From an optimization exercise on the open Yosys and OpenROAD flow, aimed at small area, a short achievable clock period and few clock cycles per item; shortcuts taken in it are not production practice.
The RTL was checked by simulation tests, not by an equivalence proof against the original design.
Power and IR drop assume default switching activity.

## north
Design mult_16x16, start of the top module:
module mult_16x16 (
  input  logic        clk,
  input  logic        rst_n,
  input  logic        in_valid,
  output logic        in_ready,
  input  logic [15:0] in_a,
  input  logic [15:0] in_b,
  output logic        out_valid,
  input  logic        out_ready,
  output logic [31:0] out_product
);
For scale: roughly 1200 cells after synthesis, about 180 flip-flops, ~70 I/O pins, about 0.014 mm² of cells after synthesis.
export LEC_CHECK = 0
export CAP_MARGIN = 20
export CORE_MARGIN = 2
export CORE_UTILIZATION = 40
export SETUP_SLACK_MARGIN = 1.2
export SLEW_MARGIN = 20
create_clock -name core_clock -period 4.0 [get_ports {clk}]
run.sh (not shown) runs the stock make flow with config.mk's settings and CLKGATE_MAP_FILE= SYNTH_SCRIPT=/design/flow/synth_recipe.tcl, a recipe that flattens the netlist after the stock synthesis.
Testbench counts of north, summed over its fixed seeds: cycles 32,016, items 32,000.
Edits applied to the flow inputs when going from north to south:
- SETUP_SLACK_MARGIN changed from 1.2 to 2.0
Results
The via count reported for south is higher than the one for north. south: global-route usage 2.9 points above north. First-pass GRT wire length (lower): north.
The inputs of east differ from those of south as listed below.
- SETUP_SLACK_MARGIN: 2.0 -> 0.6
--- outcome ---
south -> east: ratio of routed vias to standard cells decreased by a few percent. Changes observed in east relative to south: non-filler instance count after layout dropped 9.9%; global-route usage dropped 4.3 points; total length of routed wires dropped 22%. Sort south and east by minimum clock period after layout, ascending, and south comes first. east vs. south: via count dropped 1070; cell area after layout dropped about 22%; highest clock rate dropped about 12%. The synthesis-to-layout area growth reported for east is smaller than that of south by 31 points.
The inputs of west differ from those of east as listed below.
- SETUP_SLACK_MARGIN: 0.6 -> 1.6
### Flow results
Compared to east, west has global-route usage 2.5 points higher. NOTE: final design instance area without fill in west exceeds that of east. Relative to east, the total detailed-routing wirelength measured on west has increased by more than 10%. Compared with east, west is hungrier on power.
### west -> middle
- SETUP_SLACK_MARGIN no longer set, was 1.6
==> comparison <==
middle | status: complete | timing, DRC, antenna: pass. Summary: with west as the reference, cell count after placement in middle moved down slightly. Looking at routed length on met1, middle sits 1700 µm lower than west does. middle -> west: initial core utilization delta 0, exact match. In the reports for west and middle, the larger number of DRC markers in iteration 0 belongs to west. Compared with west, middle instantiates a smaller number of standard cells. Taking west as the reference, in middle critical path data arrival time higher, final core utilization lower, total routed wirelength lower.

---

Another version of the RTL of mult_16x16 (not shown whole).
For scale: about 870 cells after synthesis, about 70 I/O pins, ~13000 µm² of cells after synthesis.
==> flow/config.mk <==
export PLATFORM = sky130hd
export DESIGN_NAME = mult_16x16
export DESIGN_NICKNAME = mult_16x16
export VERILOG_FILES = /design/flow/design.v
export SDC_FILE = /design/flow/constraint.sdc
export NUM_CORES = 4
export LEC_CHECK = 0
export CAP_MARGIN = 20
export CORE_MARGIN = 2
export CORE_UTILIZATION = 70
export CTS_BUF_LIST = sky130_fd_sc_hd__clkbuf_4 sky130_fd_sc_hd__clkbuf_8
export SETUP_SLACK_MARGIN = 1.6
export SLEW_MARGIN = 20
==> flow/constraint.sdc <==
create_clock -name core_clock -period 4.0 [get_ports {clk}]
set_input_delay 0.8000 -clock core_clock [delete_from_list [all_inputs] [get_ports {clk}]]
set_output_delay 0.8000 -clock core_clock [all_outputs]
set_load 0.01 [all_outputs]
standard.sh (not shown) runs the stock make flow with config.mk's settings and CLKGATE_MAP_FILE= SYNTH_SCRIPT=/design/flow/synth_recipe.tcl, a recipe that flattens the netlist after the stock synthesis.
==> flow/flow/run.sh <==
#!/bin/bash
# Own flow: the standard layout (standard.sh), with Yosys's synth run with -noabc so the
# pre-mapping "abc -fast" pass does not run before ORFS extracts full/half adders (it leaves
# the adders with inverted polarity and an inverter on most adder-to-adder nets). The rest of
# synthesis (-nofsm -noshare via synth_recipe.tcl, flatten, rename) and every later step are the
# standard ones. Each tool's output goes to a log file in the work folder.
set -euo pipefail
extra=()
if [[ -f flow/extra.mk ]]; then
  while read -r line; do [[ -n "$line" && "$line" != \#* ]] && extra+=("$line"); done < flow/extra.mk
fi
bash standard.sh SYNTH_ARGS=-noabc "${extra[@]}" finish > standard_flow.log 2>&1
==> flow/flow/extra.mk <==
BUFFER_PORTS_ARGS=-buffer_cell sky130_fd_sc_hd__buf_2
Testbench counts at the start, summed over its fixed seeds: cycles 32,024, items 32,000.
Next try:
Settings changed: GPL_ROUTABILITY_DRIVEN from default to 0.
Result: Die area stays the same; sequential share of layout area went up by 0.24 points; via count drops by 1.2%; final area shrinks by 0.63%; area after synthesis is unchanged; clock-buffer cell count rose by 1; global-route usage drops by 1.1 points; flip-flop and latch count stays the same.

---

Another version of the RTL of mult_16x16 (not shown whole).
Size: ~880 cells after synthesis, roughly 200 flip-flops, about 70 I/O pins, about 13000 µm² of cells after synthesis.
Settings: LEC_CHECK=0, CAP_MARGIN=0, CORE_MARGIN=2, CORE_UTILIZATION=70, CTS_BUF_LIST=sky130_fd_sc_hd__clkbuf_4 sky130_fd_sc_hd__clkbuf_8, SETUP_SLACK_MARGIN=1.6, SLEW_MARGIN=0; clock period 4.0 ns.
Scripts as last shown in full above: flow/flow/run.sh
The first run finished with timing, DRC and antenna clean.
Testbench counts at the start, summed over its fixed seeds: cycles 32,024, items 32,000.
Edit:
- CAP_MARGIN: 0 -> 20
- SLEW_MARGIN: 0 -> 20
Outcome: Final area stays flat. Worst setup slack improves by 4.0 ps. Via count is lower by about 0.46%. Core utilization is about the same. Power is about the same. Clock skew stays flat. Routed wire length hardly moves. Die area does not change. Final cell count stays the same.
Edit:
- CORE_UTILIZATION: 70 -> 40
Result: Non-clock buffer count went up by 38. Die area rises by 73%. Total power falls by 1.6%. Maximum frequency climbs by 0.49%. Clock-buffer cell count decreases by 1. Sequential share of layout area went down by 2.1 points. Wire length is higher by 6.6%. Worst hold slack gets better by 5.5 ps. Cell count increases by 21%. Core utilization decreases by 32 points. Clock power came out lower by about 10%.
Edit:
- CORE_UTILIZATION: 40 -> 70
- SETUP_SLACK_MARGIN: 1.6 -> 1.4
Non-clock buffer count shrinks by 46.
Cell area drops by 7.7%.
Die area is lower by 42%.
Count of clock-buffer cells in the layout is unchanged.
Power decreases by 1.7%.
Sequential cell count does not change.
Global-route usage went up by 11 points.
Cell count drops by 18%.
Edit:
- CORE_UTILIZATION: 70 -> 80
- SETUP_SLACK_MARGIN: 1.4 -> 1.6
Sequential power rises by 5.4%. Final cell count is lower by 0.95%. Worst setup slack got worse by 53 ps. Die area goes down by 12%. Routed wire length rose by 52%. Final area climbs by 3.4%. Clock skew is about the same. Count of clock-buffer cells in the layout rises by 1.

---

rev 12:
mult_16x16 again, from the RTL that the note above started with.
clock: 4.0 ns
lec_check: 0
cap_margin: 20
core_margin: 2
core_utilization: 60
cts_buf_list: sky130_fd_sc_hd__clkbuf_4 sky130_fd_sc_hd__clkbuf_8
setup_slack_margin: 1.6
slew_margin: 20
==> flow/flow/run.sh <==
#!/bin/bash
set -euo pipefail
extra=()
if [[ -f flow/extra.mk ]]; then
  while read -r line; do [[ -n "$line" && "$line" != \#* ]] && extra+=("$line"); done < flow/extra.mk
fi
res=orfs/results/${FLOW_PLATFORM:-sky130hd}/mult_16x16/base
bash standard.sh SYNTH_ARGS=-noabc "${extra[@]}" synth > synth_flow.log 2>&1
cp $res/1_2_yosys.v synth_netlist.v
cp synth_netlist.v nor_netlist.v
python3 flow/nor_pp.py nor_netlist.v > nor_pp.log 2>&1
cat > nor_equiv.ys <<EOY
read_liberty -ignore_miss_func $FLOW_HOME/platforms/sky130hd/lib/sky130_fd_sc_hd__tt_025C_1v80.lib
read_verilog synth_netlist.v
rename $FLOW_TOP gold
read_verilog nor_netlist.v
rename $FLOW_TOP gate
flatten
opt_clean -purge
equiv_make gold gate eq
hierarchy -top eq
equiv_simple -seq 2
equiv_induct -seq 2
equiv_status -assert
EOY
if yosys -q nor_equiv.ys > nor_equiv.log 2>&1; then
  echo "equivalent: using nor_netlist.v" >> nor_pp.log
  cp nor_netlist.v $res/1_2_yosys.v
  rm -f $res/1_synth.odb $res/1_synth.sdc
  bash standard.sh SYNTH_ARGS=-noabc "${extra[@]}" synth > synth_odb_flow.log 2>&1
else
  echo "not proven equivalent: keeping the synthesized netlist" >> nor_pp.log
fi
bash standard.sh SYNTH_ARGS=-noabc "${extra[@]}" finish > standard_flow.log 2>&1
Other scripts of this flow, unchanged in this note and not shown: flow/flow/nor_pp.py
Rev 12 completed every stage of the flow, and the final layout passed the timing, design-rule and antenna checks.
Testbench counts of rev 12, summed over its fixed seeds: cycles 32,024, items 32,000.
diff inputs: rev 12 => rev 13
diff --git a/flow/config.mk b/flow/config.mk
--- a/flow/config.mk
+++ b/flow/config.mk
@@ -9,3 +9,3 @@
 export CORE_MARGIN = 2
-export CORE_UTILIZATION = 60
+export CORE_UTILIZATION = 70
 export CTS_BUF_LIST = sky130_fd_sc_hd__clkbuf_4 sky130_fd_sc_hd__clkbuf_8
[summary]
Rev 13 did not run to completion, as it errored out during 5_1_grt.
Delta(detailed placement HPWL, rev 13 - rev 12) > 0
Against rev 12 as the reference, rev 13 delivers a lower die height.
Relative to rev 12, the initial cell density of the core of rev 13 is higher by 10 points.
Of rev 12 and rev 13, rev 13 shows the lower number of cell rows, with rev 12 above it.

---

ember:
Starting RTL as in the previous note.
clock: 4.0 ns
lec_check: 0
cap_margin: 20
core_margin: 2
core_utilization: 70
cts_buf_list: sky130_fd_sc_hd__clkbuf_4 sky130_fd_sc_hd__clkbuf_8
setup_slack_margin: 1.6
slew_margin: 20
==> flow/flow/run.sh <==
#!/bin/bash
# Own flow: the standard layout (standard.sh), with Yosys's synth run with -noabc so the
# pre-mapping "abc -fast" pass does not run before ORFS extracts full/half adders (it leaves
# the adders with inverted polarity and an inverter on most adder-to-adder nets). The rest of
# synthesis (-nofsm -noshare via synth_recipe.tcl, flatten, rename) and every later step are the
# standard ones. Each tool's output goes to a log file in the work folder.
set -euo pipefail
extra=()
if [[ -f flow/extra.mk ]]; then
  while read -r line; do [[ -n "$line" && "$line" != \#* ]] && extra+=("$line"); done < flow/extra.mk
fi
bash standard.sh SYNTH_ARGS=-noabc "${extra[@]}" finish > standard_flow.log 2>&1
==> flow/flow/extra.mk <==
ADDER_MAP_FILE=
Testbench counts of ember, summed over its fixed seeds: cycles 32,024, items 32,000.
The following lists how raven was set up differently from ember:
- SETUP_SLACK_MARGIN: 1.6 -> 1.7
==> flow/flow/extra.mk <==
BUFFER_PORTS_ARGS=-buffer_cell sky130_fd_sc_hd__buf_2
## What came out
Vias after detailed routing was lower in raven than in ember. Share of final layout cell area taken by clock buffers and inverters ended up 0.38 points higher on raven than on ember. Area: raven vs ember -> raven smaller. raven has fraction of power consumed by combinational cells below what ember had.
Setup changes, raven to tundra
- CORE_UTILIZATION now 60, was 70
- SETUP_SLACK_MARGIN now 1.6, was 1.7
- ABC_AREA now 1, previously not set
removed: flow/flow/extra.mk
[summary]
Post-synthesis cell area (raven / tundra): 0.948. Compared raven against tundra; power spent charging and discharging nets within noise. Core utilization: tundra < raven. tundra vs raven: total power down by a few percent. tundra: average vias per placed instance about 13% below raven. Looking at the reports, tundra completed the entire flow and the layout it produced met the timing, design-rule and antenna checks. [tundra] area of the multi-input gates fell 740 um^2 relative to raven.

==> static timing again, ports no longer ideal <==
The results above use ideal ports. As a check the final layouts listed here were re-extracted and re-timed, cells and wires unchanged.
Step 1 sets driving cells, clkbuf_16 on the clock port and buf_2 on the other inputs (assumed; they add their load-dependent delay and slew).
Step 2 moves the port delays by t, midway between the first and last clock arrival at a register: inputs arrive t later, outputs are due t later. That takes back most of the time a late clock gives input paths.
Three values: ideal ports, drivers, drivers and shift; two values: the first two.
run | t (ns) | slack for setup (ns) | clock arrival spread, ns
north | 0.495 | 1.114 / 1.065 / 0.746 | 0.016 / 0.016
south | 0.500 | 1.089 / 1.033 / 0.903 | 0.016 / 0.016
east | 0.495 | 0.691 / 0.643 / 0.268 | 0.012 / 0.012
west | 0.493 | 1.041 / 0.990 / 0.942 | 0.017 / 0.017
middle | 0.494 | 0.540 / 0.490 / 0.147 | 0.019 / 0.019
the first run of note 2 | 0.524 | 1.475 / 1.475 / 1.095 | 0.017 / 0.017
the second run of note 2 | 0.522 | 1.519 / 1.519 / 1.060 | 0.022 / 0.021
the first run of note 3 | 0.497 | 1.479 / 1.479 / 1.075 | 0.017 / 0.017
the second run of note 3 | 0.507 | 1.483 / 1.483 / 1.068 | 0.020 / 0.020
the third run of note 3 | 0.514 | 1.496 / 1.496 / 1.091 | 0.020 / 0.021
the fourth run of note 3 | 0.512 | 1.370 / 1.391 / 0.878 | 0.019 / 0.019
the fifth run of note 3 | 0.536 | 1.317 / 1.317 / 1.005 | 0.022 / 0.023
rev 12 | 0.502 | 1.376 / 1.347 / 0.845 | 0.021 / 0.021
ember | 0.508 | 1.564 / 1.563 / 1.055 | 0.020 / 0.021
raven | 0.500 | 1.443 / 1.443 / 1.182 | 0.023 / 0.023
tundra | 0.518 | 1.469 / 1.469 / 1.081 | 0.026 / 0.025
After both steps every run listed still meets setup and hold. The setup slack of rev 12, which loses most, moves by -0.029 ns with the drivers and by -0.531 ns with both steps.
